This design comes from an exercise in tuning for small area on the open sky130 flow, not from production work. The RTL was checked by simulation tests, not by an equivalence proof against the original design. No activity file was given, so power comes from the tool's default toggle rates.

<file path="flow/run.sh">
#!/bin/bash
# synth_recipe.tcl (not shown) runs the flow's synth.tcl, then flattens the netlist and writes it again
# the make line also repeats each setting of config.mk as NAME=value (left out here)
make -C /OpenROAD-flow-scripts/flow DESIGN_CONFIG=/design/flow/config.mk WORK_HOME=/design/flow/orfs CLKGATE_MAP_FILE= SYNTH_SCRIPT=/design/flow/synth_recipe.tcl finish
</file>
<file path="flow/config.mk">
export PLATFORM = sky130hd
export DESIGN_NAME = sliding_window_maximum_core
export DESIGN_NICKNAME = sliding_window_maximum_core
export VERILOG_FILES = /design/flow/design.v
export SDC_FILE = /design/flow/constraint.sdc
export NUM_CORES = 4
export LEC_CHECK = 0
export CAP_MARGIN = 20
export CORE_MARGIN = 2
export CORE_UTILIZATION = 40
export SLEW_MARGIN = 20
</file>
<file path="flow/constraint.sdc">
create_clock -name core_clock -period 6.0 [get_ports {i_clk}]
set_input_delay 1.2000 -clock core_clock [delete_from_list [all_inputs] [get_ports {i_clk}]]
set_output_delay 1.2000 -clock core_clock [all_outputs]
set_load 0.01 [all_outputs]
</file>
<file path="flow/design.v">
package swm_pkg;
    localparam int WINDOW_MAX_DEF   = 64;
    localparam int SAMPLE_WIDTH_DEF = 16;
    localparam int CFG_W            = 7;
    localparam logic [CFG_W-1:0] WINDOW_RESET = CFG_W'(1);
endpackage
module sliding_window_maximum_core #(
    parameter int WINDOW_MAX   = swm_pkg::WINDOW_MAX_DEF,
    parameter int SAMPLE_WIDTH = swm_pkg::SAMPLE_WIDTH_DEF,
    parameter int TDATA_W      = ((SAMPLE_WIDTH + 7) / 8) * 8
) (
    input  logic                      i_clk,
    input  logic                      i_rst_n,
    input  logic                      i_s_tvalid,
    output logic                      o_s_tready,
    input  logic [TDATA_W-1:0]        i_s_tdata,    
    input  logic                      i_s_tuser,    
    output logic                      o_m_tvalid,
    input  logic                      i_m_tready,
    output logic [TDATA_W-1:0]        o_m_tdata,    
    input  logic                      i_cfg_we,
    input  logic [swm_pkg::CFG_W-1:0] i_cfg_wdata
);
    localparam int AGE_W = $clog2(WINDOW_MAX + 1);
    localparam int NS    = 63;                        
    localparam int GRP   = 4;                         
    localparam int NSEG  = 6;
    function automatic int seg_len(input int g);
        case (g)
            0:       seg_len = 28;
            1:       seg_len = 16;
            2:       seg_len = 8;
            3:       seg_len = 4;
            4:       seg_len = 2;
            default: seg_len = 1;
        endcase
    endfunction
    function automatic int seg_base(input int g);
        seg_base = GRP;
        for (int i = 0; i < g; i++) begin
            seg_base = seg_base + seg_len(i);
        end
    endfunction
    logic [swm_pkg::CFG_W-1:0]      r_window;
    logic [AGE_W-1:0]               r_fill;
    logic [AGE_W-1:0]               n_fill;
    logic [AGE_W-1:0]               fill_base;
    logic [AGE_W-1:0]               win_k;
    logic                           r_out_valid;
    logic [SAMPLE_WIDTH-1:0]        r_out;
    logic                           accept;
    logic                           advance;
    logic                           emit;
    logic [SAMPLE_WIDTH-1:0]        sample;
    logic [SAMPLE_WIDTH-1:0]        r_s  [NS];      
    logic [SAMPLE_WIDTH-1:0]        n_s  [NS];
    logic [SAMPLE_WIDTH-1:0]        r_m;            
    logic [SAMPLE_WIDTH-1:0]        chain [NSEG+1];  
    logic [NSEG-1:0]                seg_on;
    logic [AGE_W-1:0]               span;           
    logic [AGE_W-1:0]               span_lo;
    logic [SAMPLE_WIDTH-1:0]        m01;
    logic [SAMPLE_WIDTH-1:0]        m012;
    logic [SAMPLE_WIDTH-1:0]        m_new;          
    logic [SAMPLE_WIDTH-1:0]        m_old;          
    logic                           has_new;
    logic                           has_old;
    logic                           x_gt_new;
    logic                           x_gt_old;
    logic                           new_gt_old;
    logic [SAMPLE_WIDTH-1:0]        result;
    function automatic logic gt_s(input logic [SAMPLE_WIDTH-1:0] a,
                                  input logic [SAMPLE_WIDTH-1:0] b);
        logic c;
        c = 1'b0;
        for (int i = 0; i < SAMPLE_WIDTH; i++) begin
            if (i == SAMPLE_WIDTH - 1) begin
                c = (!a[i] & b[i]) | (c & (!a[i] | b[i]));
            end else begin
                c = (a[i] & !b[i]) | (c & (a[i] | !b[i]));
            end
        end
        gt_s = c;
    endfunction
    function automatic logic gt_f(input logic [SAMPLE_WIDTH-1:0] a,
                                  input logic [SAMPLE_WIDTH-1:0] b);
        logic [SAMPLE_WIDTH-1:0] ua, ub, g, ne;
        logic [SAMPLE_WIDTH/4-1:0] gg, gp;
        logic r;
        ua = {!a[SAMPLE_WIDTH-1], a[SAMPLE_WIDTH-2:0]};
        ub = {!b[SAMPLE_WIDTH-1], b[SAMPLE_WIDTH-2:0]};
        g  = ua & ~ub;                  
        ne = ua | ~ub;                  
        for (int q = 0; q < SAMPLE_WIDTH / 4; q++) begin
            gg[q] = g[4*q+3] | (ne[4*q+3] & g[4*q+2]) | (ne[4*q+3] & ne[4*q+2] & g[4*q+1]) |
                    (ne[4*q+3] & ne[4*q+2] & ne[4*q+1] & g[4*q]);
            gp[q] = ne[4*q+3] & ne[4*q+2] & ne[4*q+1] & ne[4*q];
        end
        r = 1'b0;
        for (int q = 0; q < SAMPLE_WIDTH / 4; q++) begin
            r = gg[q] | (gp[q] & r);
        end
        gt_f = r;
    endfunction
    assign o_s_tready = !r_out_valid || i_m_tready;
    assign accept     = i_s_tvalid && o_s_tready;
    assign advance    = accept && !i_cfg_we;
    assign sample     = i_s_tdata[SAMPLE_WIDTH-1:0];
    always_comb begin
        if (r_window == '0) begin
            win_k = AGE_W'(1);
        end else if (32'(r_window) > 32'(WINDOW_MAX)) begin
            win_k = AGE_W'(WINDOW_MAX);
        end else begin
            win_k = AGE_W'(r_window);
        end
    end
    always_comb begin
        fill_base = i_s_tuser ? '0 : r_fill;
        n_fill    = (32'(fill_base) < 32'(WINDOW_MAX)) ? fill_base + 1'b1 : fill_base;
        emit      = (n_fill >= win_k);
    end
    always_comb begin
        span      = win_k - AGE_W'(GRP + 1);
        seg_on[0] = (span >= AGE_W'(28));
        span_lo   = seg_on[0] ? span - AGE_W'(28) : span;
        seg_on[1] = span_lo[4];
        seg_on[2] = span_lo[3];
        seg_on[3] = span_lo[2];
        seg_on[4] = span_lo[1];
        seg_on[5] = span_lo[0];
    end
    always_comb begin
        m01  = gt_f(r_s[1], r_s[0]) ? r_s[1] : r_s[0];
        m012 = gt_f(r_s[2], m01) ? r_s[2] : m01;
        case (win_k)
            AGE_W'(2): m_new = r_s[0];
            AGE_W'(3): m_new = m01;
            AGE_W'(4): m_new = m012;
            default:   m_new = r_m;
        endcase
        has_new = (win_k >= AGE_W'(2));
    end
    always_comb begin
        chain[0] = r_s[GRP-1];
        for (int g = 0; g < NSEG; g++) begin
            chain[g+1] = seg_on[g] ? r_s[seg_base(g) + seg_len(g) - 1] : chain[g];
        end
        n_s[0] = sample;
        for (int p = 1; p < GRP; p++) begin
            n_s[p] = r_s[p-1];
        end
        for (int g = 0; g < NSEG; g++) begin
            n_s[seg_base(g)] = chain[g];
            for (int j = 1; j < seg_len(g); j++) begin
                if ((j - 1) % GRP == 0) begin
                    n_s[seg_base(g) + j] = gt_s(r_m, r_s[seg_base(g) + j - 1]) ?
                                           r_m : r_s[seg_base(g) + j - 1];
                end else begin
                    n_s[seg_base(g) + j] = r_s[seg_base(g) + j - 1];
                end
            end
        end
        m_old   = chain[NSEG];
        has_old = (win_k >= AGE_W'(GRP + 1));
    end
    always_comb begin
        x_gt_new   = !has_new || gt_f(sample, m_new);
        x_gt_old   = !has_old || gt_f(sample, m_old);
        new_gt_old = !has_old || gt_f(m_new, m_old);
        if (x_gt_new && x_gt_old) begin
            result = sample;
        end else if (new_gt_old && !x_gt_new) begin
            result = m_new;
        end else begin
            result = m_old;
        end
    end
    always_ff @(posedge i_clk) begin
        if (accept) begin
            for (int p = 0; p < NS; p++) begin
                r_s[p] <= n_s[p];
            end
            r_m <= gt_f(sample, m012) ? sample : m012;
        end
    end
    always_ff @(posedge i_clk) begin
        if (!i_rst_n) begin
            r_window    <= swm_pkg::WINDOW_RESET;
            r_fill      <= '0;
            r_out_valid <= 1'b0;
        end else begin
            if (i_cfg_we) begin
                r_window <= i_cfg_wdata;
                r_fill   <= '0;
            end else if (accept) begin
                r_fill <= n_fill;
            end
            if (advance && emit) begin
                r_out_valid <= 1'b1;
            end else if (i_m_tready) begin
                r_out_valid <= 1'b0;
            end
        end
    end
    always_ff @(posedge i_clk) begin
        if (advance && emit) begin
            r_out <= result;
        end
    end
    assign o_m_tvalid = r_out_valid;
    assign o_m_tdata  = TDATA_W'(r_out);
endmodule
</file>
==> results.py, run 1 <==
metrics = {
    "timing": {
        "fin_tns_setup_ns": -0.4550,
        "skew_ns": 0.05730,
        "setup_viol": 25,
        "rsz0062_at_grt": "true",
        "setup_slack_ns": -0.06523,
        "tightest_slew_ns": 1.136,
        "max_freq_ghz": 0.1649,
        "hold_viol_final": 0,
        "period_minus_slack_ns": 6.065,
        "finalMaxSlewViolations": 0,
        "fin_crit_sh": 1.011,
        "max_slew_margin": 0.2419,
    },
    "setup_path": {
        "critical_path.startpoint": "r_m[0]",
        "path_max_fanout": 8,
        "r2r_end": "r_s[29][0]",
        "crit_top_cell": "maj3_2",
        "critPathLaunchType": "flop",
        "critPathArrivalTime_ns": 6.49,
        "crit_path_end_kind": "flop",
        "r2r_cells": 20,
        "max_stage_delay_ns": 0.39,
        "r2r-start": "r_m[0]",
        "cpMaxStageDelayCell": "maj3_4",
        "crit_required_ns": 6.43,
        "critical_path_class": "reg -> reg",
        "r2r_slack_ns": -0.07,
        "path_cells": "buf_6 > buf_12 > buf_6 > nand2b_4 > maj3_2 > maj3_2 > maj3_2 > maj3_2 > maj3_2 > maj3_2 > maj3_2 > maj3_2 > maj3_2 > maj3_2 > maj3_2 > maj3_2 > maj3_2 > maj3_2 > maj3_4 > mux2_4",
    },
    "pwr": {
        "swShare": 0.2781,
        "p_int_mw": 15.47,
        "p_leak_nw": 18.85,
        "peakVddDrop_mv": 0.2745,
        "pwr-share-seq": 0.460,
        "clockPowerShare": 0.303,
        "p_per_area_nw_per_um2": 406.4,
        "p_sw_mw": 5.960,
        "comb_power_share": 0.237,
        "power_mw": 21.43,
    },
    "place": {
        "portBuffers": 46,
        "place_congestion": 0.9613,
        "hpwl_um": 63400,
        "dpl.cell_count": 4289,
    },
    "detailed_routing": {
        "postRouteAntennaNets": 0,
        "met3_length_um": 5496,
        "routed.top_layer": "met4",
        "via_count": 24830,
        "dr.first_iter.drc_count": 2417,
        "dr.pass1.iters": 7,
        "drt-met1-wl_um": 45580,
        "wl_per_cell_um": 22.25,
        "drc": 0,
        "wl_met2_um": 47380,
        "viasPerCell": 5.435,
        "routed_wl_um": 101700,
    },
    "synth": {
        "synth_warnings": 4,
        "synth_top_area_frac": 0.7372,
        "synth-main-ff-cell": "edfxtp_1",
        "syn_inst": 2671,
        "synth_edf_count": 1040,
        "ys_seq_area_frac": 0.7443,
        "synthArstFlopShare": 0,
        "synth_top_cells_by_area": "edfxtp_1 (74%), maj3_2 (5.9%), nand2_1 (2.4%), mux2_2 (2.3%), o21ai_1 (1.9%)",
        "synth_top_area_cell": "edfxtp_1",
        "ys_seq_elements": 1055,
        "synth_cell_type_count": 81,
        "synth_area_um2": 42360,
        "syn-num-nets": 2714,
        "syn_area_per_cell_um2": 15.86,
    },
    "worst_hold_path": {
        "holdPathStages": 0,
        "hold_class": "reg -> reg",
        "hp-start": "r_s[58][8]",
        "hold_end": "r_s[59][8]",
    },
    "clock_tree": {
        "cts-root-buf": "clkbuf_16",
        "htreeDepth": 3,
        "clockBufferDepth": 3,
        "tritoncts": "done",
        "clk_pin_slew_ns": 0.06,
        "hold_buffers": 0,
        "numClockSinks": 1055,
        "clock_latency_ns": 0.71,
        "numCtsBuffers": 108,
    },
    "floorplan": {
        "core_um2": 105100,
        "rows": 119,
        "fp.dieH_um": 329.4,
        "dieArea_um2": 108500,
        "start_util": 0.4030,
        "ioPinCount": 47,
        "die_width_um": 329.4,
    },
    "cells_and_area": {
        "layout_common_cells": "edfxtp_1 (1,040), buf_4 (276), maj3_2 (225), nand2_1 (148), o21ai_1 (113)",
        "syn2layout_area_growth_pct": 24.48,
        "fillers": 8689,
        "final_nets": 3137,
        "final_cell_count_no_fill": 4568,
        "layout-drive-gt1-share": 0.3768,
        "final_common_cell": "edfxtp_1",
        "n_antenna_cell": 0,
    },
    "grt": {
        "globalRouteOverflowTotal": 0,
        "grt_pass1_vias": 24430,
        "grt_pass1_wl_um": 150000,
        "grt_max_degree": 137,
        "track_usage": 0.1824,
        "antenna_found_initial": 7,
    },
    "flow_run": {
        "cap_violations": 0,
    },
    "outcome": {
        "violations": "negative setup slack",
        "outcome": "finished with violations",
    },
}
==> stage by stage <==
stage                     area, µm²  setup WS (ns)  hold WS, ns  utilization
final                         52730       -0.06523       0.3659       0.5016
after global placement        46630        -0.4961       0.4001       0.4436
after CTS                     51090       -0.04264       0.3728       0.4860
after global routing          52730        -0.1607       0.3785       0.5016
after detailed placement      46630        -0.5573       0.4045       0.4436
after floorplan               42400        0.04092       0.4003            -
==> worst max-delay path, delay by kind of cell, from the launching register on <==
family	cells	cell delay, ns
adder cells (fa/ha/maj)	15	4.65
buffers and inverters	3	0.43
flip-flops	1	0.34
multiplexers	1	0.31
AND/OR/NAND/NOR	1	0.04
==> power by group through the flow <==
stage	registers, mW	clock network (mW)	logic, mW
after floorplan	9.84	0	2.47
after global placement	9.92	0	3.99
after detailed placement	9.96	0	4.05
after CTS	9.83	6.66	4.49
after global routing	9.94	6.94	5.42
final	9.86	6.50	5.08
==> logic make-up after synthesis <==
| family | after synthesis | share of synthesized area |
|---|---|---|
| flip-flops | 1055 | 0.7443 |
| AO/OA/AOI/OAI | 509 | 0.07535 |
| AND/OR/NAND/NOR | 478 | 0.04992 |
| adder cells (fa/ha/maj) | 252 | 0.06693 |
| buffers and inverters | 221 | 0.02310 |
| multiplexers | 148 | 0.03872 |
| XOR/XNOR | 8 | 0.001654 |
==> layer usage <==
layer | vias to the layer above | GRT usage
met2 | 727 | 0.2864
met1 | 12700 | 0.2599
li1 | 11200 | -
met5 | - | 0
met4 | 0 | 0.06146
met3 | 197 | 0.02824
==> cells in the mapped netlist (14+ instances only) <==
library cell  instances
edfxtp_1           1040
nand2_1             276
maj3_2              222
o21ai_1             160
o21ai_0             102
clkbuf_1             89
mux2_2               88
inv_1                85
nor2_1               57
a21oi_1              54
mux2i_1              45
nand3_1              31
nand2b_1             30
buf_2                23
and2_1               21
nor2b_1              21
a211oi_1             18
a222oi_1             18
o221ai_1             18
nor3_1               17
a21o_1               16
maj3_1               16
a31oi_1              15
dfxtp_1              15
ha_1                 14
==> cell type report <==
type	instances	area [µm²]	share of cell area
timing repair buffer	432	4151	0.07873
clock inverter	51	530.5	0.01006
sequential	1055	31530	0.5980
inverter	87	355.3	0.006739
clock buffer	142	2882	0.05464
tap	1391	1740	0.03301
multi-input combinational	1410	11540	0.2189
==> state kept, by name, indices dropped and copies added, names as in the netlist <==
signal       cells
r_out_valid      1
r_window         7
r_fill           7
r_out           16
r_m             16
r_s           1008
==> how the worst max path moves through the flow <==
stage                              to  slack [ns]  cells after the start
after floorplan              r_out[4]        0.04                     29
after global placement     r_s[29][9]       -0.50                     20
after detailed placement   r_s[29][7]       -0.56                     20
after CTS                  r_s[45][0]       -0.04                     19
after global routing      r_s[17][12]       -0.16                     21
final                      r_s[29][0]       -0.07                     20
==> what timing repair did <==
item                                    4_1_cts  5_1_grt
endpoints found under the setup margin      256      239
pin swaps                                   193      133
buffers inserted                             26       32
gates resized for setup                     129      393
gates cloned                                 24        4
==> inputs of run 2 (changes only) <==
--- a/flow/design.v
+++ b/flow/design.v
@@ -73,12 +73,17 @@
                                   input logic [SAMPLE_WIDTH-1:0] b);
-        logic c;
-        c = 1'b0;
-        for (int i = 0; i < SAMPLE_WIDTH; i++) begin
-            if (i == SAMPLE_WIDTH - 1) begin
-                c = (!a[i] & b[i]) | (c & (!a[i] | b[i]));
-            end else begin
-                c = (a[i] & !b[i]) | (c & (a[i] | !b[i]));
-            end
-        end
-        gt_s = c;
+        logic [SAMPLE_WIDTH-1:0] ua, ub;
+        logic c_lo, c_hi, p_hi;
+        ua = {!a[SAMPLE_WIDTH-1], a[SAMPLE_WIDTH-2:0]};
+        ub = {!b[SAMPLE_WIDTH-1], b[SAMPLE_WIDTH-2:0]};
+        c_lo = 1'b0;
+        c_hi = 1'b0;
+        p_hi = 1'b1;
+        for (int i = 0; i < SAMPLE_WIDTH / 2; i++) begin
+            c_lo = (ua[i] & !ub[i]) | (c_lo & (ua[i] | !ub[i]));
+        end
+        for (int i = SAMPLE_WIDTH / 2; i < SAMPLE_WIDTH; i++) begin
+            c_hi = (ua[i] & !ub[i]) | (c_hi & (ua[i] | !ub[i]));
+            p_hi = p_hi & (ua[i] | !ub[i]);
+        end
+        gt_s = c_hi | (p_hi & c_lo);
     endfunction
--- a/flow/config.mk
+++ b/flow/config.mk
@@ -9,3 +9,4 @@
 export CORE_MARGIN = 2
-export CORE_UTILIZATION = 40
+export CORE_UTILIZATION = 65
+export CTS_BUF_LIST = sky130_fd_sc_hd__clkbuf_4 sky130_fd_sc_hd__clkbuf_8
 export SLEW_MARGIN = 20
==> run 2 against run 1 <==
- now clean on timing, DRC and antenna
- via count is 5.4% higher
- die area is 37% lower
- clock skew is 0.0038 ns lower
- worst setup slack better by 0.17 ns
- sequential share of layout area is 3.3 points higher
- highest routed layer unchanged
- combinational power is 12% lower
==> results.py, run 2 <==
metrics = {
    "outcome": {
        "outcome": "timing/DRC/antenna clean",
    },
    "cells_and_area": {
        "layout_common_cells": "edfxtp_1 (1,040), nand2_1 (334), o21ai_0 (261), buf_4 (225), maj3_1 (191)",
        "final_cell_count_no_fill": 4227,
        "final_nets": 3278,
        "largest_reg_flops": 1008,
        "utilization": 0.7613,
        "largest_register": "r_s",
        "postLayoutCellArea_um2": 49960,
        "layout-drive-gt1-share": 0.2085,
        "syn2layout_area_growth_pct": 16.11,
        "top_regs": "r_s x1008, r_m x16, r_out x16",
        "final_common_cell": "edfxtp_1",
    },
    "setup_path": {
        "crit_path_end_kind": "flop",
        "crit_required_ns": 6.63,
        "r2r_slack_ns": 0.10,
        "path_max_fanout": 8,
        "critical_path_class": "reg -> reg",
        "critPathLaunchType": "flop",
        "critPathArrivalTime_ns": 6.52,
    },
    "synth": {
        "ys_seq_elements": 1055,
        "synth_warnings": 4,
        "synth-main-ff-cell": "edfxtp_1",
        "syn-num-nets": 2969,
        "synth_top_area_cell": "edfxtp_1",
        "ys_seq_area_frac": 0.7327,
        "yosys.cell_count.top_type": "edfxtp_1",
        "syn_area_per_cell_um2": 14.71,
        "synth_top_area_frac": 0.7258,
        "synth_top_cells_by_area": "edfxtp_1 (73%), maj3_1 (4.6%), o21ai_0 (3.1%), nand2_1 (2.9%), mux2_2 (1.5%)",
        "synthArstFlopShare": 0,
        "syn_inst": 2926,
        "synth_top_cells_by_count": "edfxtp_1 (1,040), nand2_1 (334), o21ai_0 (270)",
        "synth_edf_count": 1040,
        "synth_area_um2": 43030,
        "synth_cell_type_count": 86,
    },
    "grt": {
        "antenna_found_initial": 1,
        "grt_pass1_vias": 25960,
        "track_usage": 0.2877,
        "grt-busiest-layer": "met2",
        "use_met1": 0.3948,
        "grt_util_met3": 0.05778,
        "grt_pass1_wl_um": 147700,
        "grt.met2_usage": 0.4575,
        "grt_max_degree": 162,
        "globalRouteOverflowTotal": 0,
    },
    "place": {
        "place_congestion": 0.9608,
        "portBuffers": 46,
        "hpwl_um": 63160,
        "dpl.cell_count": 3905,
        "dpl_cell_area_um2": 46050,
    },
    "clock_tree": {
        "cts-root-buf": "clkbuf_8",
        "clockBufferDepth": 3,
        "numClockSinks": 1055,
        "htreeDepth": 4,
        "clk_pin_slew_ns": 0.06,
        "clock_latency_ns": 0.83,
        "numCtsBuffers": 163,
        "tritoncts": "done",
        "hold_buffers": 0,
    },
    "worst_hold_path": {
        "hold_class": "reg -> reg",
    },
    "detailed_routing": {
        "via_count": 26170,
        "dr.first_iter.drc_count": 2957,
        "wl_per_cell_um": 23.14,
        "drc": 0,
        "routed_wl_um": 97830,
        "postRouteAntennaNets": 0,
        "viasPerCell": 6.191,
        "dr.pass1.iters": 6,
    },
    "timing": {
        "hold_ws_ns": 0.3812,
        "hold_viol_final": 0,
        "max_slew_margin": 0.2514,
        "tightest_slew_ns": 1.123,
        "rsz0062_at_grt": "true",
        "fin_crit_sh": 0.9825,
        "skew_ns": 0.05352,
        "finalMaxSlewViolations": 0,
        "max_freq_ghz": 0.1696,
        "setup_viol": 0,
        "period_minus_slack_ns": 5.895,
    },
    "floorplan": {
        "die_width_um": 261.3,
        "dieArea_um2": 68280,
        "ioPinCount": 47,
        "core_um2": 65630,
        "rows": 94,
        "start_util": 0.6557,
        "fp.dieH_um": 261.3,
    },
    "pwr": {
        "power_mw": 20.22,
        "p_per_area_nw_per_um2": 404.6,
        "p_leak_nw": 17.66,
        "peakVddDrop_mv": 0.3148,
    },
    "flow_run": {
        "cap_violations": 0,
    },
}
run 2: changes by cell type after synthesis, moves of 16 or more:
cell	previous run	this run
o21ai_1	160	3
a21oi_1	54	84
nor2_1	57	123
a22o_1	3	32
buf_2	23	7
mux2_2	88	58
o21ai_0	102	270
clkbuf_1	89	136
inv_1	85	101
nand2b_1	30	54
maj3_1	16	197
maj3_2	222	4
nand2_1	276	334
run 2: path summary, 6_finish.rpt:
check	start	endpoint	depth (start not counted)
setup / recovery	r_s[0][9]	r_out[1]	23
hold / removal	r_s[54][6]	r_s[55][6]	0
setup reg to reg	r_s[0][9]	r_out[1]	23
hold reg to reg	r_s[54][6]	r_s[55][6]	0
run 2: where the power goes:
| part | switching (mW) | leakage (nW) | total [mW] | internal, mW |
|---|---|---|---|---|
| Sequential | 0.440 | 10.3 | 9.98 | 9.54 |
| Clock | 2.81 | 1.66 | 5.76 | 2.96 |
| Combinational | 2.67 | 5.68 | 4.48 | 1.81 |
run 2: kinds of logic (layout without fill, tap and decap cells):
logic type | Yosys count | after routing | share of synthesized area
DFF | 1055 | 1055 | 0.7327
AOI/OAI and AO/OA | 643 | 643 | 0.09776
and+or+nand+nor | 633 | 634 | 0.06557
buffers and inverters | 262 | 697 | 0.02393
adders and majority gates | 215 | 215 | 0.05094
muxes | 110 | 110 | 0.02742
xor gates and xnor gates | 8 | 8 | 0.001628
other | 0 | 1 | 0
run 2: area by class of cell:
| class | instances | area [µm²] |
|---|---|---|
| Inverter | 106 | 424.2 |
| Clock buffer | 217 | 2649 |
| Sequential cell | 1055 | 31540 |
| Fill cell | 3887 | 15660 |
| Clock inverter | 75 | 478.0 |
| Timing Repair Buffer | 299 | 2581 |
| Multi-Input combinational cell | 1610 | 11210 |
| Tap cell | 864 | 1081 |
| Antenna cell | 1 | 2.502 |
run 2: worst max-delay path, cell delays in order, from the launching register on:
cell and delay (ns):
edfxtp_1 0.39, nand2b_4 0.15, maj3_2 0.31, maj3_2 0.32
a221o_1 0.35, o21a_4 0.24, buf_4 0.17, buf_4 0.15
o31ai_4 0.22, nor4bb_1 0.09, buf_4 0.14, o21a_1 0.23
buf_6 0.15, or3_1 0.36, o221a_4 0.27, a22oi_2 0.21
a211oi_2 0.08, o311ai_1 0.28, nand2_1 0.15, maj3_2 0.33
o21a_4 0.23, or3_4 0.41, and2_4 0.22, a221oi_1 0.25
run 2: routing by layer:
| layer | vias up | part of all wire |
|---|---|---|
| met2 | 1065 | 0.48 |
| met3 | 236 | 0.070 |
| met1 | 13020 | 0.41 |
| li1 | 11850 | - |
| met5 | - | 0 |
| met4 | 0 | 0.033 |
run 2: through the flow:
step	worst slack, ns	TNS, ns
6_report	0.1050	0
5_1_grt	-0.1197	-1.212
4_1_cts	0.003622	0
3_5_place_dp	-0.1450	-2.301
3_3_place_gp	-0.09752	-1.052
2_1_floorplan	-0.1011	-0.5888
run 2: timing repair:
action,in CTS,in global routing
pin swaps,3,56
setup buffers,1,27
gates resized for setup,13,97
setup endpoints to repair,27,30
hold endpoints to repair,0,0
cloned,1,2
==> inputs of run 3 (changes only) <==
--- a/flow/config.mk
+++ b/flow/config.mk
@@ -9,4 +9,3 @@
 export CORE_MARGIN = 2
-export CORE_UTILIZATION = 65
-export CTS_BUF_LIST = sky130_fd_sc_hd__clkbuf_4 sky130_fd_sc_hd__clkbuf_8
+export CORE_UTILIZATION = 40
 export SLEW_MARGIN = 20
==> run 3 against run 2 <==
- flip-flop and latch count unchanged
- first-iteration DRC count decreased by 26%
- still clean on timing, DRC and antenna
- combinational power increased by 2%
==> results.py, run 3 <==
metrics = {
    "synth": {
        "synth_warnings": 4,
        "synth_area_um2": 43030,
        "synth-main-ff-cell": "edfxtp_1",
        "synth_edf_count": 1040,
        "synth_top_area_cell": "edfxtp_1",
        "synthArstFlopShare": 0,
        "syn_area_per_cell_um2": 14.71,
        "ys_seq_area_frac": 0.7327,
        "synth_cell_type_count": 86,
        "synth_top_cells_by_area": "edfxtp_1 (73%), maj3_1 (4.6%), o21ai_0 (3.1%), nand2_1 (2.9%), mux2_2 (1.5%)",
        "syn-num-nets": 2969,
        "synth_top_cells_by_count": "edfxtp_1 (1,040), nand2_1 (334), o21ai_0 (270)",
        "syn_inst": 2926,
        "synth_top_area_frac": 0.7258,
        "ys_seq_elements": 1055,
        "yosys.cell_count.top_type": "edfxtp_1",
    },
    "pwr": {
        "p_leak_nw": 17.91,
        "p_per_area_nw_per_um2": 411.9,
        "peakVddDrop_mv": 0.2486,
    },
    "cells_and_area": {
        "largest_reg_flops": 1008,
        "final_common_cell": "edfxtp_1",
        "final_nets": 3257,
        "register_area_um2": 31540,
        "largest_register": "r_s",
        "multi_input_area_um2": 11250,
        "top_regs": "r_s x1008, r_m x16, r_out x16",
        "layout-drive-gt1-share": 0.1984,
        "layout_common_cells": "edfxtp_1 (1,040), nand2_1 (333), o21ai_0 (261), buf_4 (252), maj3_1 (191)",
        "syn2layout_area_growth_pct": 19.38,
        "fillers": 9086,
    },
    "clock_tree": {
        "clk_pin_slew_ns": 0.06,
        "tritoncts": "done",
        "cts-root-buf": "clkbuf_16",
        "numCtsBuffers": 110,
        "htreeDepth": 3,
        "clock_latency_ns": 0.69,
        "numClockSinks": 1055,
        "hold_buffers": 0,
        "clockBufferDepth": 3,
    },
    "timing": {
        "skew_ns": 0.03705,
        "hold_ws_ns": 0.4086,
        "fin_tns_setup_ns": 0,
        "fin_crit_sh": 0.9747,
        "max_slew_margin": 0.3233,
        "hold_viol_final": 0,
        "finalMaxSlewViolations": 0,
        "setup_viol": 0,
        "period_minus_slack_ns": 5.848,
        "max_freq_ghz": 0.1710,
        "tightest_slew_ns": 1.014,
    },
    "detailed_routing": {
        "wl_per_cell_um": 21.20,
        "routed_wl_um": 99760,
        "via_count": 25400,
        "dr.pass1.iters": 6,
        "dr.first_iter.drc_count": 2186,
        "postRouteAntennaNets": 0,
        "drc": 0,
        "viasPerCell": 5.398,
    },
    "setup_path": {
        "r2r_cells": 22,
        "critical_path.startpoint": "r_s[0][9]",
        "crit_required_ns": 6.51,
        "path_max_fanout": 9,
        "endpoint": "r_out[14]",
        "path_cells": "nand2b_4 > maj3_2 > maj3_2 > a221o_1 > buf_6 > or4_1 > o311ai_2 > nor4bb_1 > buf_4 > o21a_4 > buf_4 > or3_4 > o221a_4 > a22oi_2 > a211oi_2 > o311ai_1 > nand2_1 > maj3_2 > o21a_1 > or3_4 > and2_4 > a221oi_2",
        "cpMaxStageDelayCell": "or4_1",
        "crit_top_cell": "maj3_2",
        "r2r_end": "r_out[14]",
        "crit_path_end_kind": "flop",
        "critical_path_class": "reg -> reg",
        "r2r_slack_ns": 0.15,
        "max_stage_delay_ns": 0.52,
        "r2r-start": "r_s[0][9]",
        "critPathArrivalTime_ns": 6.36,
        "critPathLaunchType": "flop",
    },
    "outcome": {
        "outcome": "timing/DRC/antenna clean",
    },
    "floorplan": {
        "fp.dieH_um": 332.0,
        "core_um2": 106900,
        "rows": 120,
        "dieArea_um2": 110200,
        "start_util": 0.4025,
        "ioPinCount": 47,
        "die_width_um": 332.0,
    },
    "grt": {
        "globalRouteOverflowTotal": 0,
        "grt_pass1_wl_um": 150400,
        "grt_max_degree": 156,
        "antenna_found_initial": 2,
        "track_usage": 0.1761,
        "grt_pass1_vias": 25150,
    },
    "place": {
        "place_congestion": 0.8723,
        "portBuffers": 46,
        "hpwl_um": 64900,
    },
    "worst_hold_path": {
        "hold_class": "reg -> reg",
    },
    "flow_run": {
        "cap_violations": 0,
    },
}
==> run 3: repair_timing <==
| item | CTS | global route |
|---|---|---|
| gates resized for setup | 21 | 101 |
| pin swaps | 5 | 52 |
| gates cloned | 3 | 1 |
| setup endpoints to repair | 29 | 30 |
| setup buffers | 5 | 25 |
==> run 3: layer usage <==
| metal | share of wire | up-vias | GRT usage |
|---|---|---|---|
| met5 | 0 | - | 0 |
| met4 | 0.025 | 0 | 0.05774 |
| met1 | 0.45 | 12750 | 0.2450 |
| met2 | 0.47 | 734 | 0.2839 |
| li1 | - | 11760 | - |
| met3 | 0.052 | 165 | 0.02703 |
==> run 3: how the worst min path moves through the flow <==
stage / start / end / depth (start not counted)
2_1_floorplan: r_s[9][0] / r_s[10][0] / 0
3_3_place_gp: r_s[41][6] / r_s[42][6] / 0
3_5_place_dp: r_s[9][13] / r_s[10][13] / 0
4_1_cts: r_s[54][6] / r_s[55][6] / 0
5_1_grt: r_s[54][6] / r_s[55][6] / 0
6_report: r_s[43][3] / r_s[44][3] / 0
==> run 3: kinds of logic after synthesis <==
family / count (synthesis) / synth area share
DFF: 1055 / 0.7327
buffers and inverters: 262 / 0.02393
xor gates and xnor gates: 8 / 0.001628
and+or+nand+nor: 633 / 0.06557
adders and majority gates: 215 / 0.05094
muxes: 110 / 0.02742
AOI/OAI and AO/OA: 643 / 0.09776
==> run 3: layout make-up <==
class / instances / share of cell area
flip-flops and latches: 1055 / 0.6139
multi-input cells: 1610 / 0.2190
repair buffers: 331 / 0.05604
clock buffers: 128 / 0.05573
well taps: 1403 / 0.03417
clock inverters: 72 / 0.01276
inverters: 106 / 0.008330
diodes: 1 / 0.00004871
==> run 3: worst max-delay path, delay by kind of cell (launching register included) <==
kind            cells  cell delay, ns
compound gates      9            1.93
fa+ha+maj           3            0.98
flops               1            0.39
buf+inv             3            0.47
simple gates        7            1.90
==> run 3: power by group <==
group / switching [mW] / internal (mW) / leakage [nW] / total (mW)
sequential: 0.425 / 9.53 / 10.3 / 9.96
clock: 2.88 / 3.77 / 1.71 / 6.65
combinational: 2.67 / 1.89 / 5.87 / 4.56
total: 5.97 / 15.2 / 17.9 / 21.2
==> run 3: metrics by stage <==
step,area [µm²],worst slack (ns),util,std cells,total power [mW]
global placement,46980,-0.1057,0.4395,4471,14.18
CTS,50650,0.0007212,0.4738,4679,21.09
detailed placement,46990,-0.1872,0.4396,4471,14.29
global route,51370,-0.03968,0.4805,4705,22.12
finish,51370,0.1521,0.4805,4706,21.16
floorplan,43290,-0.1011,-,2926,12.58
==> inputs of run 4 (changes only) <==
--- a/flow/config.mk
+++ b/flow/config.mk
@@ -7,5 +7,10 @@
 export LEC_CHECK = 0
+export ABC_AREA = 1
 export CAP_MARGIN = 20
 export CORE_MARGIN = 2
-export CORE_UTILIZATION = 40
+export CORE_UTILIZATION = 65
+export CTS_BUF_LIST = sky130_fd_sc_hd__clkbuf_8
+export CTS_CLUSTER_DIAMETER = 60
+export CTS_CLUSTER_SIZE = 18
+export GPL_TIMING_DRIVEN = 0
 export SLEW_MARGIN = 20
==> run 4 against run 3 <==
- still clean on timing, DRC and antenna
- global-route usage grew 18 points
- clock skew up 0.041 ns
- count of clock-buffer cells in the layout shrank 54
- register-to-register slack improved by 0.11 ns
- critical path depth rose by 18
- non-clock buffer count is 93 lower
- first-iteration DRC count rose by 140%
- critical endpoint unchanged
==> results.py, run 4 <==
metrics = {
    "outcome": {
        "outcome": "timing/DRC/antenna clean",
    },
    "place": {
        "portBuffers": 46,
        "hpwl_um": 88170,
        "dpl.cell_count": 4459,
        "place_congestion": 0.9585,
        "dpl_cell_area_um2": 45370,
        "place_ws_ns": -0.5250,
    },
    "pwr": {
        "power_mw": 18.84,
        "peakVddDrop_mv": 0.2828,
        "p_leak_nw": 17.86,
        "p_per_area_nw_per_um2": 401.4,
    },
    "synth": {
        "yosys.cell_count.top_type": "edfxtp_1",
        "synth_top_cells_by_count": "edfxtp_1 (1,040), nand2_1 (785), inv_1 (343)",
        "syn_inst": 3517,
        "synthArstFlopShare": 0,
        "synth_edf_count": 1040,
        "synth_area_um2": 43090,
        "syn-num-nets": 3560,
        "syn_area_per_cell_um2": 12.25,
        "synth-main-ff-cell": "edfxtp_1",
        "synth_top_area_cell": "edfxtp_1",
        "synth_top_area_frac": 0.7247,
        "synth_warnings": 4,
        "synth_cell_type_count": 57,
        "ys_seq_elements": 1055,
        "ys_seq_area_frac": 0.7317,
        "synth_top_cells_by_area": "edfxtp_1 (72%), nand2_1 (6.8%), inv_1 (3.0%), o21ai_0 (2.6%), nor2_1 (2.1%)",
    },
    "cells_and_area": {
        "final_nets": 3723,
        "utilization": 0.7141,
        "layout_common_cells": "edfxtp_1 (1,040), nand2_1 (770), inv_1 (345), nor2_1 (242), o21ai_0 (223)",
        "final_cell_count_no_fill": 4570,
        "top_regs": "r_s x1008, r_m x16, r_out x16",
        "largest_register": "r_s",
        "largest_reg_flops": 1008,
        "syn2layout_area_growth_pct": 8.940,
        "final_common_cell": "edfxtp_1",
        "postLayoutCellArea_um2": 46950,
        "layout-drive-gt1-share": 0.08259,
    },
    "timing": {
        "tightest_slew_ns": 1.275,
        "setup_viol": 0,
        "finalMaxSlewViolations": 0,
        "period_minus_slack_ns": 5.733,
        "max_freq_ghz": 0.1744,
        "hold_viol_final": 0,
        "fin_crit_sh": 0.9556,
        "skew_ns": 0.07818,
        "setup_slack_ns": 0.2666,
        "max_slew_margin": 0.1501,
        "fin_tns_setup_ns": 0,
        "hold_ws_ns": 0.3935,
    },
    "clock_tree": {
        "clk_pin_slew_ns": 0.11,
        "clock_latency_ns": 0.75,
        "clockBufferDepth": 3,
        "tritoncts": "done",
        "numClockSinks": 1055,
        "htreeDepth": 3,
        "numCtsBuffers": 74,
        "cts-root-buf": "clkbuf_8",
        "hold_buffers": 0,
    },
    "detailed_routing": {
        "postRouteAntennaNets": 0,
        "wl_per_cell_um": 27.04,
        "routed_wl_um": 123600,
        "via_count": 29480,
        "met3_length_um": 16450,
        "wl_met2_um": 53460,
        "routed.top_layer": "met4",
        "drt-met1-wl_um": 46670,
        "dr.pass1.iters": 10,
        "viasPerCell": 6.450,
        "dr.first_iter.drc_count": 5258,
        "drc": 0,
    },
    "floorplan": {
        "fp.dieH_um": 261.5,
        "rows": 94,
        "dieArea_um2": 68370,
        "start_util": 0.6555,
        "ioPinCount": 47,
        "core_um2": 65750,
        "die_width_um": 261.5,
    },
    "grt": {
        "track_usage": 0.3609,
        "antenna_found_initial": 4,
        "grt_pass1_wl_um": 175100,
        "grt_max_degree": 41,
        "globalRouteOverflowTotal": 0,
        "grt_pass1_vias": 27660,
    },
    "setup_path": {
        "crit_top_cell": "nand2_1",
        "critPathLaunchType": "flop",
        "max_stage_delay_ns": 0.36,
        "critPathArrivalTime_ns": 6.19,
        "path_max_fanout": 12,
        "cpMaxStageDelayCell": "dfxtp_1",
        "critical_path_class": "reg -> reg",
        "crit_path_end_kind": "flop",
        "crit_required_ns": 6.46,
    },
    "worst_hold_path": {
        "hold_class": "reg -> reg",
    },
    "flow_run": {
        "cap_violations": 0,
    },
}
run 4: cell types whose count changed after synthesis, moves of 32 or more:
cell,previous run,this run
nand3_1,18,131
maj3_1,197,0
nand2_1,334,785
o21ai_0,270,225
nand2b_1,54,0
a21oi_1,84,158
mux2_2,58,0
a22o_1,32,0
o221ai_1,13,69
mux2i_1,50,1
o22ai_1,16,97
inv_1,101,343
nor2_1,123,245
run 4: critical path: cells and delay by family, from the launching register on:
family,cells,cell delay (ns)
AND/OR/NAND/NOR,23,2.47
buffers and inverters,10,1.28
AO/OA/AOI/OAI,4,0.67
adder cells (fa/ha/maj),2,0.44
flip-flops,1,0.36
XOR/XNOR,1,0.21
run 4: worst paths after layout:
| kind | startpoint | to | slack [ns] | cells after the start |
|---|---|---|---|---|
| worst max register to register | r_window[4] | r_out[14] | 0.27 | 40 |
| worst min register to register | r_s[57][1] | r_s[58][1] | 0.39 | 0 |
| worst max-delay path | r_window[4] | r_out[14] | 0.27 | 40 |
| worst min-delay path | r_s[57][1] | r_s[58][1] | 0.39 | 0 |
run 4: metal layers:
layer  track usage  vias to the layer above
li1              -                    12690
met1        0.5097                    14020
met2        0.5271                     2283
met3       0.09950                      486
met4        0.1703                        0
met5             0                        -
run 4: layout make-up:
| type | instances | area (µm²) |
|---|---|---|
| Sequential cell | 1055 | 31530 |
| Fill cell | 4274 | 18800 |
| Multi-Input combinational cell | 1949 | 9753 |
| Inverter | 362 | 1389 |
| Timing Repair Buffer | 87 | 1201 |
| Tap cell | 864 | 1081 |
| Clock buffer | 74 | 1018 |
| Buffer | 151 | 716.9 |
| Clock inverter | 27 | 254.0 |
| Antenna cell | 1 | 2.502 |
run 4: repair_timing:
| item | 4_1_cts | 5_1_grt |
|---|---|---|
| gates resized for setup | 10 | 41 |
| endpoints found under the setup margin | 16 | 16 |
| setup buffers | 0 | 7 |
| pin swaps | 0 | 6 |
run 4: cells by family (layout without fill, tap and decap cells):
kind of cell | after synthesis | count (layout) | share of synthesized area
multiplexers | 1 | 1 | 0.0002323
buffers and inverters | 513 | 701 | 0.04773
XOR/XNOR | 7 | 7 | 0.001597
AO/OA/AOI/OAI | 667 | 667 | 0.09459
AND/OR/NAND/NOR | 1260 | 1260 | 0.1201
flip-flops | 1055 | 1055 | 0.7317
other | 0 | 1 | 0
adder cells (fa/ha/maj) | 14 | 14 | 0.004065
run 4: power by group:
group          leakage [nW]  total [mW]  internal (mW)  switching [mW]
Clock                 0.658        3.53           1.24            2.30
Sequential             10.3        10.2           9.69           0.484
Combinational          6.90        5.13           1.34            3.80
==> inputs of run 5 (changes only) <==
--- a/flow/config.mk
+++ b/flow/config.mk
@@ -11,5 +11,5 @@
 export CORE_UTILIZATION = 65
-export CTS_BUF_LIST = sky130_fd_sc_hd__clkbuf_8
-export CTS_CLUSTER_DIAMETER = 60
-export CTS_CLUSTER_SIZE = 18
+export CTS_BUF_LIST = sky130_fd_sc_hd__clkbuf_16
+export CTS_CLUSTER_DIAMETER = 80
+export CTS_CLUSTER_SIZE = 30
 export GPL_TIMING_DRIVEN = 0
==> run 5 against run 4 <==
- critical path depth unchanged
- critical path type unchanged
- largest power group unchanged
- fmax shrank 0.78%
- global-route usage rose by 0.15 points
- combinational power rose by 0.8%
- synthesized area is the same
- worst hold slack better by 0.021 ns
- flip-flop and latch count is the same
- utilization is 0.23 points higher
- routed wire length rose by 0.75%
- non-clock buffer count unchanged
- clock power up 7.9%
- final area is 0.33% higher
==> results.py, run 5 <==
metrics = {
    "cells_and_area": {
        "multi_input_area_um2": 9748,
        "largest_reg_flops": 1008,
        "register_area_um2": 31530,
        "fillers": 4215,
        "top_regs": "r_s x1008, r_m x16, r_out x16",
        "final_common_cell": "edfxtp_1",
        "layout-drive-gt1-share": 0.07388,
        "largest_register": "r_s",
        "utilization": 0.7164,
        "layout_common_cells": "edfxtp_1 (1,040), nand2_1 (771), inv_1 (342), nor2_1 (242), o21ai_0 (223)",
        "syn2layout_area_growth_pct": 9.294,
        "final_nets": 3695,
    },
    "detailed_routing": {
        "drc": 0,
        "postRouteAntennaNets": 0,
        "routed_wl_um": 124500,
        "dr.first_iter.drc_count": 5342,
        "wl_per_cell_um": 27.46,
        "viasPerCell": 6.510,
        "via_count": 29510,
        "dr.pass1.iters": 8,
    },
    "synth": {
        "synth_area_um2": 43090,
        "synthArstFlopShare": 0,
        "synth_top_area_frac": 0.7247,
        "synth_top_cells_by_count": "edfxtp_1 (1,040), nand2_1 (785), inv_1 (343)",
        "syn_inst": 3517,
        "yosys.cell_count.top_type": "edfxtp_1",
        "synth-main-ff-cell": "edfxtp_1",
        "synth_edf_count": 1040,
        "ys_seq_area_frac": 0.7317,
        "syn-num-nets": 3560,
        "syn_area_per_cell_um2": 12.25,
        "synth_top_cells_by_area": "edfxtp_1 (72%), nand2_1 (6.8%), inv_1 (3.0%), o21ai_0 (2.6%), nor2_1 (2.1%)",
        "synth_cell_type_count": 57,
        "synth_warnings": 4,
        "ys_seq_elements": 1055,
        "synth_top_area_cell": "edfxtp_1",
    },
    "timing": {
        "hold_viol_final": 0,
        "tightest_slew_ns": 1.369,
        "max_slew_margin": 0.08750,
        "max_freq_ghz": 0.1731,
        "hold_ws_ns": 0.4149,
        "setup_slack_ns": 0.2216,
        "skew_ns": 0.05202,
        "period_minus_slack_ns": 5.778,
        "fin_crit_sh": 0.9631,
        "setup_viol": 0,
        "finalMaxSlewViolations": 0,
    },
    "place": {
        "hpwl_um": 88170,
        "place_congestion": 0.9585,
        "portBuffers": 46,
        "place_ws_ns": -0.5250,
    },
    "setup_path": {
        "crit_path_end_kind": "flop",
        "max_stage_delay_ns": 0.35,
        "crit_required_ns": 6.37,
        "crit_top_cell": "nand2_1",
        "r2r_slack_ns": 0.22,
        "critPathArrivalTime_ns": 6.15,
        "path_max_fanout": 12,
        "critical_path_class": "reg -> reg",
        "cpMaxStageDelayCell": "dfxtp_1",
        "critPathLaunchType": "flop",
    },
    "grt": {
        "antenna_found_initial": 2,
        "grt_pass1_vias": 27710,
        "track_usage": 0.3624,
        "grt_max_degree": 41,
        "globalRouteOverflowTotal": 0,
        "grt_pass1_wl_um": 176100,
    },
    "clock_tree": {
        "cts-root-buf": "clkbuf_16",
        "numCtsBuffers": 46,
        "clk_pin_slew_ns": 0.11,
        "tritoncts": "done",
        "numClockSinks": 1055,
        "clock_latency_ns": 0.65,
        "htreeDepth": 2,
        "clockBufferDepth": 3,
    },
    "pwr": {
        "peakVddDrop_mv": 0.3430,
        "power_mw": 19.16,
        "p_leak_nw": 17.89,
        "p_per_area_nw_per_um2": 406.8,
    },
    "floorplan": {
        "fp.dieH_um": 261.5,
        "ioPinCount": 47,
        "die_width_um": 261.5,
        "dieArea_um2": 68370,
        "rows": 94,
        "core_um2": 65750,
        "start_util": 0.6555,
    },
    "outcome": {
        "outcome": "timing/DRC/antenna clean",
    },
    "flow_run": {
        "cap_violations": 0,
    },
    "worst_hold_path": {
        "hold_class": "reg -> reg",
    },
}
[run 5: layout make-up]
cell class | instances | share of cell area
Multi-Input combinational cell | 1949 | 0.2070
Antenna cell | 1 | 0.00005313
Tap cell | 864 | 0.02295
Buffer | 151 | 0.01517
Clock buffer | 46 | 0.02444
Clock inverter | 18 | 0.005898
Timing Repair Buffer | 87 | 0.02558
Sequential cell | 1055 | 0.6694
Inverter | 362 | 0.02949
[run 5: repair_timing]
action                                  in CTS  in global routing
hold endpoints to repair                     0                  0
pin swaps                                    0                  5
hold buffers                                 0                  0
buffers inserted                             0                  7
gates resized for setup                     11                 37
endpoints found under the setup margin      16                 16
[run 5: kinds of logic after synthesis]
group           after synthesis  share of synthesized area
compound gates              667                    0.09459
xor+xnor                      7                   0.001597
fa+ha+maj                    14                   0.004065
buf+inv                     513                    0.04773
flops                      1055                     0.7317
mux                           1                  0.0002323
simple gates               1260                     0.1201
[run 5: through the flow]
step                      cell area, µm²  std cells  setup TNS, ns
after floorplan                    43140       3517              -
after global placement             44680       4427              -
after detailed placement           45370       4459         -7.031
after CTS                          46830       4523              0
after global routing               47100       4532       -0.01634
final                              47100       4533              0
[run 5: power breakdown]
| part | internal (mW) | total (mW) | switching, mW |
|---|---|---|---|
| sequential | 9.69 | 10.2 | 0.491 |
| clock | 1.52 | 3.81 | 2.29 |
| combinational | 1.34 | 5.17 | 3.84 |
| total | 12.5 | 19.2 | 6.61 |
[run 5: final timing paths]
| kind | startpoint | to | cells past startpoint |
|---|---|---|---|
| setup / recovery | r_window[4] | r_out[14] | 40 |
| hold / removal | r_s[35][1] | r_s[36][1] | 0 |
| setup reg to reg | r_window[4] | r_out[14] | 40 |
| hold reg to reg | r_s[35][1] | r_s[36][1] | 0 |
[run 5: critical path, delay by kind of cell (launching register included)]
| kind | cells | cell delay [ns] |
|---|---|---|
| AO/OA/AOI/OAI | 4 | 0.62 |
| XOR/XNOR | 1 | 0.21 |
| AND/OR/NAND/NOR | 23 | 2.56 |
| buffers and inverters | 10 | 1.30 |
| adder cells (fa/ha/maj) | 2 | 0.45 |
| flip-flops | 1 | 0.35 |
[run 5: routing by layer]
layer,up-vias,wire (µm),track usage
met5,-,0,0
met4,0,7479,0.1746
met3,514,16700,0.09301
met2,2239,54060,0.5349
met1,14120,46250,0.5097
li1,12630,-,-
==> inputs of run 6 (changes only) <==
==> flow/flow/run.sh (new file) <==
#!/bin/bash
set -euo pipefail
W=$PWD
rm -rf "$W/scripts_own"
cp -r "$FLOW_HOME/scripts" "$W/scripts_own"
cp "$W/flow/abc_area.script" "$W/scripts_own/abc_area.script"
CTS="-sink_clustering_enable -repair_clock_nets -sink_clustering_size 30 -sink_clustering_max_diameter 80 -buf_list sky130_fd_sc_hd__clkbuf_16 -dont_use_dummy_load"
bash "$W/standard.sh" "SCRIPTS_DIR=$W/scripts_own" "CTS_ARGS=$CTS" finish > "$W/standard.log" 2>&1
==> flow/flow/abc_area.script (new file) <==
strash
dc2
dch -f
amap
topo
stime -c
buffer -c
upsize -c
dnsize -c
==> flow/standard.sh (new file) <==
#!/bin/bash
# synth_recipe.tcl (not shown) runs the flow's synth.tcl, then flattens the netlist and writes it again
# the make line also repeats each setting of config.mk as NAME=value (left out here)
make -C /OpenROAD-flow-scripts/flow DESIGN_CONFIG=/design/flow/config.mk WORK_HOME=/design/flow/orfs CLKGATE_MAP_FILE= SYNTH_SCRIPT=/design/flow/synth_recipe.tcl "${@:-finish}"
removed: flow/run.sh
==> run 6 against run 5 <==
- now fails the layout checks on negative setup slack
- synthesized area shrank 4.9%
- final area fell by 3.6%
- worst hold slack lost 0.014 ns
- highest routed layer unchanged
==> results.py, run 6 <==
metrics = {
    "setup_path": {
        "critPathLaunchType": "flop",
        "critical_path_class": "reg -> reg",
        "crit_top_cell": "o21ai_1",
        "max_stage_delay_ns": 0.43,
        "crit_required_ns": 6.33,
        "crit_path_end_kind": "flop",
        "path_max_fanout": 8,
        "r2r-start": "r_s[0][1]",
        "critPathArrivalTime_ns": 8.90,
        "cpMaxStageDelayCell": "edfxtp_1",
        "critical_path.startpoint": "r_s[0][1]",
    },
    "timing": {
        "max_freq_ghz": 0.1167,
        "setup_slack_ns": -2.568,
        "setup_viol": 32,
        "tightest_slew_ns": 1.048,
        "hold_viol_final": 0,
        "finalMaxSlewViolations": 0,
        "rsz0062_at_grt": "true",
        "max_slew_margin": 0.2939,
        "fin_crit_sh": 1.428,
        "skew_ns": 0.07267,
        "period_minus_slack_ns": 8.568,
    },
    "detailed_routing": {
        "drc": 0,
        "wl_per_cell_um": 26.19,
        "via_count": 25160,
        "routed_wl_um": 99740,
        "postRouteAntennaNets": 0,
        "dr.first_iter.drc_count": 3465,
        "viasPerCell": 6.607,
        "dr.pass1.iters": 9,
    },
    "grt": {
        "grt_max_degree": 42,
        "antenna_found_initial": 0,
        "grt_pass1_vias": 24570,
        "grt_pass1_wl_um": 146000,
        "track_usage": 0.3093,
        "globalRouteOverflowTotal": 0,
    },
    "clock_tree": {
        "numClockSinks": 1055,
        "clockBufferDepth": 3,
        "numCtsBuffers": 45,
        "clk_pin_slew_ns": 0.11,
        "htreeDepth": 2,
        "tritoncts": "done",
        "cts-root-buf": "clkbuf_16",
        "hold_buffers": 0,
        "clock_latency_ns": 0.64,
    },
    "flow_run": {
        "cap_violations": 0,
    },
    "synth": {
        "syn-num-nets": 2812,
        "synth_top_area_frac": 0.7624,
        "synth_edf_count": 1040,
        "synth-main-ff-cell": "edfxtp_1",
        "syn_area_per_cell_um2": 14.79,
        "ys_seq_elements": 1055,
        "synth_area_um2": 40960,
        "synth_top_cells_by_count": "edfxtp_1 (1,040), o22ai_1 (309), inv_1 (306)",
        "synth_cell_type_count": 66,
        "yosys.cell_count.top_type": "edfxtp_1",
        "synth_top_area_cell": "edfxtp_1",
        "syn_inst": 2769,
        "synth_top_cells_by_area": "edfxtp_1 (76%), o22ai_1 (4.7%), inv_1 (2.8%), a22o_1 (1.7%), nor2_1 (1.7%)",
        "synthArstFlopShare": 0,
        "synth_warnings": 4,
        "ys_seq_area_frac": 0.7697,
    },
    "place": {
        "dpl.cell_count": 3693,
        "place_congestion": 0.9658,
        "hpwl_um": 71790,
        "portBuffers": 45,
    },
    "outcome": {
        "outcome": "finished with violations",
        "violations": "negative setup slack",
    },
    "cells_and_area": {
        "layout_common_cells": "edfxtp_1 (1,040), inv_1 (299), o22ai_1 (296), nor2_1 (171), clkbuf_1 (117)",
        "fillers": 3922,
        "layout-drive-gt1-share": 0.08947,
        "syn2layout_area_growth_pct": 10.85,
        "multi_input_area_um2": 8093,
        "final_cell_count_no_fill": 3808,
        "utilization": 0.7238,
        "largest_register": "r_s",
        "largest_reg_flops": 1008,
        "register_area_um2": 31530,
        "final_common_cell": "edfxtp_1",
        "top_regs": "r_s x1008, r_m x16, r_out x16",
        "final_nets": 3007,
        "n_antenna_cell": 0,
    },
    "worst_hold_path": {
        "hold_class": "reg -> reg",
        "hp-start": "r_s[25][11]",
    },
    "floorplan": {
        "dieArea_um2": 65040,
        "start_util": 0.6530,
        "fp.dieH_um": 255.0,
        "rows": 92,
        "core_um2": 62740,
        "ioPinCount": 47,
        "die_width_um": 255.0,
    },
    "pwr": {
        "peakVddDrop_mv": 0.2939,
        "p_leak_nw": 16.04,
        "p_per_area_nw_per_um2": 418.5,
    },
}
[run 6: worst paths after layout]
| kind | end | slack [ns] | cells after the start |
|---|---|---|---|
| hold reg to reg | r_s[26][11] | 0.40 | 0 |
| setup / recovery | r_out[10] | -2.57 | 60 |
| setup reg to reg | r_out[10] | -2.57 | 60 |
| hold / removal | r_s[26][11] | 0.40 | 0 |
[run 6: per-layer routing]
layer	wire (µm)	global-route usage	up-vias
met5	0	0	-
met4	4887	0.1362	0
met3	8480	0.04912	284
met2	48930	0.5149	1395
met1	37440	0.4089	12380
li1	-	-	11100
[run 6: area by class of cell]
| class | instances | area share |
|---|---|---|
| clock buffers | 45 | 0.02480 |
| repair buffers | 149 | 0.03871 |
| flip-flops and latches | 1055 | 0.6944 |
| well taps | 846 | 0.02331 |
| multi-input cells | 1256 | 0.1782 |
| inverters | 320 | 0.02728 |
| plain buffers | 137 | 0.01328 |
[run 6: timing repair]
action                     CTS  global route
setup endpoints to repair   68            32
pin swaps                   26            23
buffers inserted            57            11
gates resized for setup     90            20
cloned                       2             1
[run 6: kinds of logic (layout without fill, tap and decap cells)]
| kind of cell | count (synthesis) | in the layout | synth area share |
|---|---|---|---|
| flip-flops | 1055 | 1055 | 0.7697 |
| AO/OA/AOI/OAI | 888 | 888 | 0.1471 |
| buffers and inverters | 458 | 651 | 0.04270 |
| AND/OR/NAND/NOR | 354 | 354 | 0.03620 |
| adder cells (fa/ha/maj) | 14 | 14 | 0.004276 |
[run 6: power breakdown]
part | switching [mW] | internal [mW]
Clock | 2.06 | 1.35
Combinational | 3.51 | 1.73
Sequential | 0.475 | 9.88
Total | 6.05 | 13.0
[run 6: through the flow]
step	worst slack, ns	instance area (µm²)	setup TNS, ns	hold slack [ns]	power [mW]
floorplan	-11.30	41050	-	0.4003	13.43
global placement	-16.64	42560	-	0.4002	15.18
detailed placement	-3.584	43230	-111.79	0.4045	15.08
CTS	-2.412	45250	-75.23	0.4024	18.84
global route	-3.114	45410	-93.09	0.4133	19.67
finish	-2.568	45410	-77.69	0.4008	19.00
[run 6: critical path, delay by kind of cell (launching register included)]
family | cells | cell delay, ns
AOI/OAI and AO/OA | 43 | 6.26
and+or+nand+nor | 8 | 0.56
DFF | 1 | 0.43
buffers and inverters | 9 | 1.01
==> inputs of run 7 (changes only) <==
--- a/flow/design.v
+++ b/flow/design.v
@@ -43,3 +43,4 @@
     endfunction
-    logic [swm_pkg::CFG_W-1:0]      r_window;
+    logic [AGE_W-1:0]               r_k;            
+    logic [AGE_W-1:0]               cfg_k;
     logic [AGE_W-1:0]               r_fill;
@@ -58,7 +59,9 @@
     logic [SAMPLE_WIDTH-1:0]        chain [NSEG+1];  
-    logic [NSEG-1:0]                seg_on;
-    logic [AGE_W-1:0]               span;           
-    logic [AGE_W-1:0]               span_lo;
+    logic [NSEG-1:0]                seg_on;         
+    logic [NSEG-1:0]                cfg_seg;
     logic [SAMPLE_WIDTH-1:0]        m01;
     logic [SAMPLE_WIDTH-1:0]        m012;
+    logic                           c10;            
+    logic                           c20;            
+    logic                           c21;            
     logic [SAMPLE_WIDTH-1:0]        m_new;          
@@ -113,11 +116,31 @@
     assign sample     = i_s_tdata[SAMPLE_WIDTH-1:0];
-    always_comb begin
-        if (r_window == '0) begin
-            win_k = AGE_W'(1);
-        end else if (32'(r_window) > 32'(WINDOW_MAX)) begin
-            win_k = AGE_W'(WINDOW_MAX);
-        end else begin
-            win_k = AGE_W'(r_window);
-        end
-    end
+    function automatic logic [NSEG-1:0] seg_dec(input logic [AGE_W-1:0] k);
+        logic [AGE_W-1:0] span;
+        logic [NSEG-1:0]  on;
+        on = '0;
+        if (k >= AGE_W'(GRP + 1)) begin
+            span  = k - AGE_W'(GRP + 1);
+            on[0] = (span >= AGE_W'(28));
+            if (on[0]) begin
+                span = span - AGE_W'(28);
+            end
+            on[1] = span[4];
+            on[2] = span[3];
+            on[3] = span[2];
+            on[4] = span[1];
+            on[5] = span[0];
+        end
+        seg_dec = on;
+    endfunction
+    always_comb begin
+        if (i_cfg_wdata == '0) begin
+            cfg_k = AGE_W'(1);
+        end else if (32'(i_cfg_wdata) > 32'(WINDOW_MAX)) begin
+            cfg_k = AGE_W'(WINDOW_MAX);
+        end else begin
+            cfg_k = AGE_W'(i_cfg_wdata);
+        end
+        cfg_seg = seg_dec(cfg_k);
+    end
+    assign win_k = r_k;
     always_comb begin
@@ -128,14 +151,11 @@
     always_comb begin
-        span      = win_k - AGE_W'(GRP + 1);
-        seg_on[0] = (span >= AGE_W'(28));
-        span_lo   = seg_on[0] ? span - AGE_W'(28) : span;
-        seg_on[1] = span_lo[4];
-        seg_on[2] = span_lo[3];
-        seg_on[3] = span_lo[2];
-        seg_on[4] = span_lo[1];
-        seg_on[5] = span_lo[0];
-    end
-    always_comb begin
-        m01  = gt_f(r_s[1], r_s[0]) ? r_s[1] : r_s[0];
-        m012 = gt_f(r_s[2], m01) ? r_s[2] : m01;
+        c10  = gt_f(r_s[1], r_s[0]);
+        c20  = gt_f(r_s[2], r_s[0]);
+        c21  = gt_f(r_s[2], r_s[1]);
+        m01  = c10 ? r_s[1] : r_s[0];
+        if (c20 && c21) begin
+            m012 = r_s[2];
+        end else begin
+            m012 = m01;
+        end
         case (win_k)
@@ -193,3 +213,4 @@
         if (!i_rst_n) begin
-            r_window    <= swm_pkg::WINDOW_RESET;
+            r_k         <= AGE_W'(swm_pkg::WINDOW_RESET);
+            seg_on      <= seg_dec(AGE_W'(swm_pkg::WINDOW_RESET));
             r_fill      <= '0;
@@ -198,3 +219,4 @@
             if (i_cfg_we) begin
-                r_window <= i_cfg_wdata;
+                r_k      <= cfg_k;
+                seg_on   <= cfg_seg;
                 r_fill   <= '0;
==> flow/run.sh (new file) <==
#!/bin/bash
# synth_recipe.tcl (not shown) runs the flow's synth.tcl, then flattens the netlist and writes it again
# the make line also repeats each setting of config.mk as NAME=value (left out here)
make -C /OpenROAD-flow-scripts/flow DESIGN_CONFIG=/design/flow/config.mk WORK_HOME=/design/flow/orfs CLKGATE_MAP_FILE= SYNTH_SCRIPT=/design/flow/synth_recipe.tcl finish
removed: flow/flow/run.sh
removed: flow/flow/abc_area.script
removed: flow/standard.sh
==> run 7 against run 6 <==
- the run now finishes clean
- worst hold slack better by 0.0043 ns
- flip-flop and latch count increased by 6
- global-route usage grew 4.1 points
- largest cell class unchanged
- power decreased by 4.6%
- die area is 4.9% higher
==> results.py, run 7 <==
metrics = {
    "floorplan": {
        "rows": 94,
        "dieArea_um2": 68260,
        "die_width_um": 261.3,
        "core_um2": 65630,
        "start_util": 0.6556,
        "fp.dieH_um": 261.3,
        "ioPinCount": 47,
    },
    "grt": {
        "grt.met2_usage": 0.5645,
        "grt_util_met3": 0.06446,
        "grt_max_degree": 42,
        "track_usage": 0.3505,
        "grt-busiest-layer": "met2",
        "grt_pass1_vias": 27900,
        "globalRouteOverflowTotal": 0,
        "antenna_found_initial": 4,
        "grt_pass1_wl_um": 172700,
        "use_met1": 0.4593,
    },
    "setup_path": {
        "crit_top_cell": "o21ai_0",
        "cp_top_family": "buffers and inverters",
        "critPathArrivalTime_ns": 5.22,
        "crit_required_ns": 6.32,
        "critical_path_class": "reg -> reg",
        "path_cells": "clkbuf_1 > buf_1 > o221ai_1 > o221ai_1 > o21ai_0 > a21oi_1 > o22ai_1 > o21ai_0 > nand2_1 > o21ai_0 > nand2_1 > nand2_1 > clkbuf_1 > o21ai_0",
        "cp_num_buf_inv": 3,
        "critPathLaunchType": "flop",
        "path_max_fanout": 10,
        "max_stage_delay_ns": 0.69,
        "cpMaxStageDelayCell": "clkbuf_1",
        "crit_path_end_kind": "flop",
    },
    "place": {
        "hpwl_um": 84790,
        "dpl.cell_count": 4500,
        "portBuffers": 46,
        "place_congestion": 1.002,
    },
    "cells_and_area": {
        "register_area_um2": 31650,
        "final_cell_count_no_fill": 4567,
        "largest_register": "r_s",
        "final_nets": 3723,
        "multi_input_area_um2": 9358,
        "layout_common_cells": "edfxtp_1 (1,040), nand2_1 (784), inv_1 (359), o21ai_0 (255), nor2_1 (250)",
        "top_regs": "r_s x1008, r_m x16, r_out x16",
        "fillers": 4171,
        "syn2layout_area_growth_pct": 8.478,
        "largest_reg_flops": 1008,
        "layout-drive-gt1-share": 0.04430,
        "final_common_cell": "edfxtp_1",
    },
    "synth": {
        "synth_top_family_by_area": "simple AND/OR/NAND/NOR gates",
        "synth-compound-area-share": 0.09408,
        "syn_inst": 3557,
        "synth-main-ff-cell": "edfxtp_1",
        "syn-num-nets": 3597,
        "synthMuxAreaShare": 0.0004653,
        "synthArstFlopShare": 0,
        "synth_edf_count": 1040,
        "synth_top_area_cell": "edfxtp_1",
        "ys_seq_elements": 1061,
        "synth_top_cells_by_count": "edfxtp_1 (1,040), nand2_1 (786), inv_1 (356)",
        "synthAdderAreaFrac": 0.003199,
        "synth_area_um2": 43020,
        "synth_top_area_frac": 0.7259,
        "synth_warnings": 4,
        "yosys.cell_count.top_type": "edfxtp_1",
        "ys_seq_area_frac": 0.7357,
        "synth_top_cells_by_area": "edfxtp_1 (73%), nand2_1 (6.9%), inv_1 (3.1%), o21ai_0 (3.0%), nor2_1 (2.2%)",
        "synthXorXnorAreaFrac": 0.001221,
        "synth_cell_type_count": 51,
        "syn_area_per_cell_um2": 12.10,
        "yosys.area_share.simple": 0.1176,
    },
    "timing": {
        "max_freq_ghz": 0.2045,
        "tightest_slew_ns": 1.190,
        "fin_tns_setup_ns": 0,
        "max_slew_margin": 0.2063,
        "setup_viol": 0,
        "rsz0062_at_grt": "false",
        "fin_crit_sh": 0.8151,
        "finalMaxSlewViolations": 0,
        "period_minus_slack_ns": 4.891,
        "skew_ns": 0.03244,
        "hold_viol_final": 0,
    },
    "outcome": {
        "outcome": "timing/DRC/antenna clean",
    },
    "clock_tree": {
        "numCtsBuffers": 45,
        "numClockSinks": 1061,
        "cts-root-buf": "clkbuf_16",
        "htreeDepth": 2,
        "clk_pin_slew_ns": 0.11,
        "clockBufferDepth": 3,
        "hold_buffers": 0,
        "cts_resized": 0,
        "tritoncts": "done",
        "post-cts-setup-buffers": 0,
        "clock_latency_ns": 0.65,
    },
    "pwr": {
        "peakVddDrop_mv": 0.2448,
        "p_leak_nw": 17.70,
        "p_per_area_nw_per_um2": 388.5,
    },
    "detailed_routing": {
        "dr.pass1.iters": 6,
        "wl_per_cell_um": 26.17,
        "dr.first_iter.drc_count": 4577,
        "routed_wl_um": 119500,
        "viasPerCell": 6.442,
        "drc": 0,
        "postRouteAntennaNets": 0,
        "via_count": 29420,
    },
    "flow_run": {
        "cap_violations": 0,
    },
    "worst_hold_path": {
        "hold_class": "reg -> reg",
    },
}
## run 7: worst register-to-register path, stage by stage (launching register included)
cell      delay [ns]
edfxtp_1        0.56
clkbuf_1        0.66
buf_1           0.65
o221ai_1        0.24
o221ai_1        0.16
o21ai_0         0.15
a21oi_1         0.23
o22ai_1         0.09
o21ai_0         0.10
nand2_1         0.09
o21ai_0         0.30
nand2_1         0.16
nand2_1         0.16
clkbuf_1        0.69
o21ai_0         0.33
## run 7: per-layer routing
metal	part of all wire	vias to the layer above	routed length [µm]
met5	0.000092	-	11
met4	0.065	2	7798
met3	0.12	467	14010
met2	0.47	2318	55740
met1	0.35	13850	41970
li1	-	12780	-
## run 7: worst paths after layout
kind                                 start    endpoint  slack [ns]  depth (start not counted)
worst max-delay path                r_m[2]  r_s[21][7]        1.11                         14
worst min-delay path            r_s[6][11]  r_s[7][11]        0.41                          0
worst max register to register      r_m[2]  r_s[21][7]        1.11                         14
worst min register to register  r_s[6][11]  r_s[7][11]        0.41                          0
## run 7: cell families after synthesis
family,after synthesis
compound gates,695
flops,1061
mux,2
xor+xnor,6
simple gates,1253
buf+inv,529
fa+ha+maj,11
## run 7: area by class of cell
cell class | count | share of cell area
repair buffers | 79 | 0.02386
multi-input cells | 1967 | 0.2005
clock buffers | 47 | 0.02520
inverters | 373 | 0.03043
well taps | 864 | 0.02316
diodes | 1 | 0.00005362
clock inverters | 19 | 0.004611
flip-flops and latches | 1061 | 0.6782
plain buffers | 156 | 0.01399
## run 7: per-stage QoR
stage                     setup WS, ns  utilization  power, mW  cell area, µm²  hold WS (ns)
after floorplan                 -11.28            -      12.63           43070        0.4003
after global placement          -17.10       0.6797      14.27           44610        0.4001
after detailed placement         1.349       0.6899      14.22           45280        0.4045
after CTS                        1.341       0.7111      17.94           46670        0.4251
after global routing             1.074       0.7111      18.66           46670        0.4266
final                            1.109       0.7111      18.13           46670        0.4051
## run 7: report_power, final
part | internal (mW) | switching [mW] | total (mW) | leakage [nW]
Combinational | 1.04 | 3.13 | 4.17 | 6.65
Sequential | 9.64 | 0.493 | 10.1 | 10.3
Clock | 1.53 | 2.29 | 3.82 | 0.702
Total | 12.2 | 5.92 | 18.1 | 17.7

Re-timed with assumed drivers on the ports (clkbuf_16 on the clock, buf_2 on other inputs), run 7 has 1.109 ns of setup slack against 1.109 ns with ideal ports, and 1.109 ns once port delays also move by the mid clock arrival of 0.703 ns.
